This is an optimization exercise on Yosys and OpenROAD, whose aim is small area, not a production implementation. The RTL was checked by simulation tests, not by an equivalence proof against the original design. Power figures rest on the tool's default switching activity, not on a simulated workload. The flow treats the clock pin as an ideal source, which a real chip does not have.

job 101:
Design serial_bus_slaves, start of the top module:
module serial_bus_slaves (
	input  logic        clk,
	input  logic        reset,
	input  logic        master_valid,
	input  logic [1:0]  bank_sel,
	input  logic        read_en,
	input  logic        write_en,
	input  logic [12:0] burst,
	input  logic        rx_address,
	input  logic        rx_data,
	output logic        slave_ready,
	output logic        tx_valid,
	output logic        tx_data
);
	logic        busy;     
	logic        cont;     
	logic [3:0]  cnt;      
	logic        done;     
	logic        rd_q;
	logic        wr_q;
	logic [1:0]  bank;
	logic [11:0] rem;      
	logic [5:0]  addr;     
	logic [7:0]  data;     
	logic        hs;
	logic        beat_end;
	assign slave_ready = !busy;
	assign hs = master_valid && !busy;
	assign beat_end = busy && (cnt == (cont ? 4'd8 : 4'd12));
	always_ff @(posedge clk or posedge reset)
	begin
		if (reset)
		begin
			busy <= 1'b0;
			cont <= 1'b0;
			cnt  <= 4'd0;
			done <= 1'b0;
		end
		else
		begin
			done <= beat_end;
			if (hs)
			begin
				busy <= 1'b1;
				cnt  <= 4'd1;
			end
			else if (beat_end)
			begin
				busy <= 1'b0;
				cnt  <= 4'd0;
				cont <= (rem != 12'd0);
			end
			else if (busy)
				cnt <= cnt + 4'd1;
		end
	end
	always_ff @(posedge clk)
	begin
		if (hs && !cont)
		begin
			rd_q <= read_en;
			wr_q <= write_en;
			bank <= bank_sel;
			rem  <= burst[0] ? burst[12:1] : 12'd0;
		end
		else if (hs)
			rem <= rem - 12'd1;
	end
	always_ff @(posedge clk)
	begin
		if (hs && cont)
			addr <= addr + 6'd1;
		else if ((hs && !cont) || (busy && !cont && (cnt < 4'd6)))
			addr <= {rx_address, addr[5:1]};
	end
	always_ff @(posedge clk)
	begin
		if (hs || (busy && (cnt < 4'd8)))
			data <= {rx_data, data[7:1]};
	end
	logic [5:0]  ph;       
	logic [1:0]  wb_bank;
	logic [5:0]  ws;       
	logic [7:0]  wb_data;
	logic [5:0]  rs;       
	logic [3:0][63:0][7:0] ring;
	logic [3:0][7:0][7:0] tap;   
	logic [3:0][7:0][7:0] tapt;  
	logic [7:0]  cap;      
	always_ff @(posedge clk)
		ph <= ph + 6'd1;
	assign rs = addr + ph;
	always_ff @(posedge clk)
	begin
		if (done && wr_q)
		begin
			wb_bank <= bank;
			ws      <= rs + 6'd1;
			wb_data <= data;
		end
		else
			ws <= ws + 6'd1;
	end
	always_comb
	begin
		for (int b = 0; b < 4; b++)
			for (int j = 0; j < 8; j++)
			begin
				tapt[b][j] = ((wb_bank == 2'(b)) && (ws == 6'(8 * j)))
					? wb_data
  ...
Size: roughly 25 I/O pins, roughly 0.049 mm^2 of cells after synthesis.
==> flow/config.mk <==
export PLATFORM = sky130hd
export DESIGN_NAME = serial_bus_slaves
export DESIGN_NICKNAME = serial_bus_slaves
export VERILOG_FILES = /design/flow/design.v
export SDC_FILE = /design/flow/constraint.sdc
export NUM_CORES = 4
export LEC_CHECK = 0
export CAP_MARGIN = 20
export CORE_MARGIN = 2
export CORE_UTILIZATION = 40
export CTS_CLUSTER_DIAMETER = 100
export CTS_CLUSTER_SIZE = 30
export SLEW_MARGIN = 20
==> flow/constraint.sdc <==
create_clock -name core_clock -period 5.0 [get_ports {clk}]
set_input_delay 1.0000 -clock core_clock [delete_from_list [all_inputs] [get_ports {clk}]]
set_output_delay 1.0000 -clock core_clock [all_outputs]
set_load 0.01 [all_outputs]
standard.sh (not shown) runs the stock make flow with config.mk's settings and CLKGATE_MAP_FILE= SYNTH_SCRIPT=/design/flow/synth_recipe.tcl, a recipe that flattens the netlist after the stock synthesis.
==> flow/flow/run.sh <==
#!/bin/bash
# Standard synthesis, then its combinational logic re-mapped for area (the
# registers are kept as they are), then the standard layout with two changes:
# port buffers are the smallest buffer, and CTS clusters up to 34 sinks within
# 80 um and adds no dummy loads.  Each tool's output goes to a log of its own
# here: synth.log, remap.log and layout.log (ORFS also keeps each step's log
# under orfs/logs).
set -euo pipefail
here=$(pwd)
flow=$here/flow
res=$here/orfs/results/$FLOW_PLATFORM/serial_bus_slaves/base
bash standard.sh synth > synth.log 2>&1
cp $res/1_2_yosys.v $here/standard_synth.v
REMAP_LIB=$FLOW_HOME/platforms/$FLOW_PLATFORM/lib/sky130_fd_sc_hd__tt_025C_1v80.lib \
REMAP_IN=$here/standard_synth.v REMAP_OUT=$res/1_2_yosys.v REMAP_TOP=$FLOW_TOP \
REMAP_SCRIPT=$flow/remap.abc REMAP_STAT=$here/remap_stat.txt \
REMAP_DONT_USE="$(cat $flow/dont_use.txt)" \
	yosys -c $flow/remap.tcl > remap.log 2>&1
rm -f $res/1_synth.odb $res/1_synth.sdc
bash standard.sh \
	"BUFFER_PORTS_ARGS=-buffer_cell sky130_fd_sc_hd__buf_1" \
	"CTS_ARGS=-sink_clustering_enable -repair_clock_nets -sink_clustering_size 34 -sink_clustering_max_diameter 80 -dont_use_dummy_load" \
	finish > layout.log 2>&1
Other scripts of this flow, unchanged in this note and not shown: flow/flow/dont_use.txt, flow/flow/remap.abc, flow/flow/remap.tcl
Job 101 has completed all stages; timing, DRC and antenna checks passed.
Modified inputs, job 102 compared to job 101
-- flow/flow/run.sh --
<<< job 101, line 5
# 80 um and adds no dummy loads.  Each tool's output goes to a log of its own
>>> job 102, line 5
# 80 um, adds no dummy loads, and uses clkbuf_8 above the leaf level.  Each tool's output goes to a log of its own
<<< job 101, line 22
	"CTS_ARGS=-sink_clustering_enable -repair_clock_nets -sink_clustering_size 34 -sink_clustering_max_diameter 80 -dont_use_dummy_load" \
>>> job 102, line 22
	"CTS_ARGS=-sink_clustering_enable -repair_clock_nets -sink_clustering_size 34 -sink_clustering_max_diameter 80 -dont_use_dummy_load -root_buf sky130_fd_sc_hd__clkbuf_8 -tree_buf sky130_fd_sc_hd__clkbuf_8" \
Notes after the runs:
Job 102 vs job 101 on fraction of the cycle the final worst path needs: job 102 is the lower one. Via count: job 101 vs job 102, no meaningful difference. Between job 101 and job 102, the width of the die figures differ only marginally. Between job 102 and job 101, the fraction of standard cell area in multi-input logic figures differ only marginally. Job 102 ran to completion and came out clean on the timing, DRC and antenna checks. Job 102 vs job 101 on maximum vdd ir drop: job 102 is the lower one. Diff job 101 -> job 102 | final total power | down slightly. Taking job 101 as the reference, in job 102 global-route wire length before repair held, sequential share of cell area went up 0.15 points, fmax went up about 0.9%, total wire length held.

==> what the ideal ports hide <==
In the flow no input, the clock included, has a driving cell. The finished layouts below were timed again as built, in two steps.
Step 1: set_driving_cell puts a clkbuf_16 on clk and a buf_2 on each other input, an assumption about the parent block.
Step 2, shift: input delay + t, output delay - t, t = (earliest + latest rising clock arrival at the registers) / 2. This alone moves slack from input paths to output paths.
a / b / c = ideal / step 1 / step 2; a / b = the first two.
run | t (ns) | setup WS [ns] | clock arrival spread, ns | worst register clock-pin slew, ns | worst slew at a driven data input, ns
job 101 | 0.713 | 0.401 / 0.401 / 0.401 | 0.073 / 0.074 | 0.12 / 0.12 | 0.03
job 102 | 0.839 | 0.440 / 0.440 / 0.440 | 0.080 / 0.080 | 0.12 / 0.12 | 0.03
After both steps setup and hold are still met in every run listed.
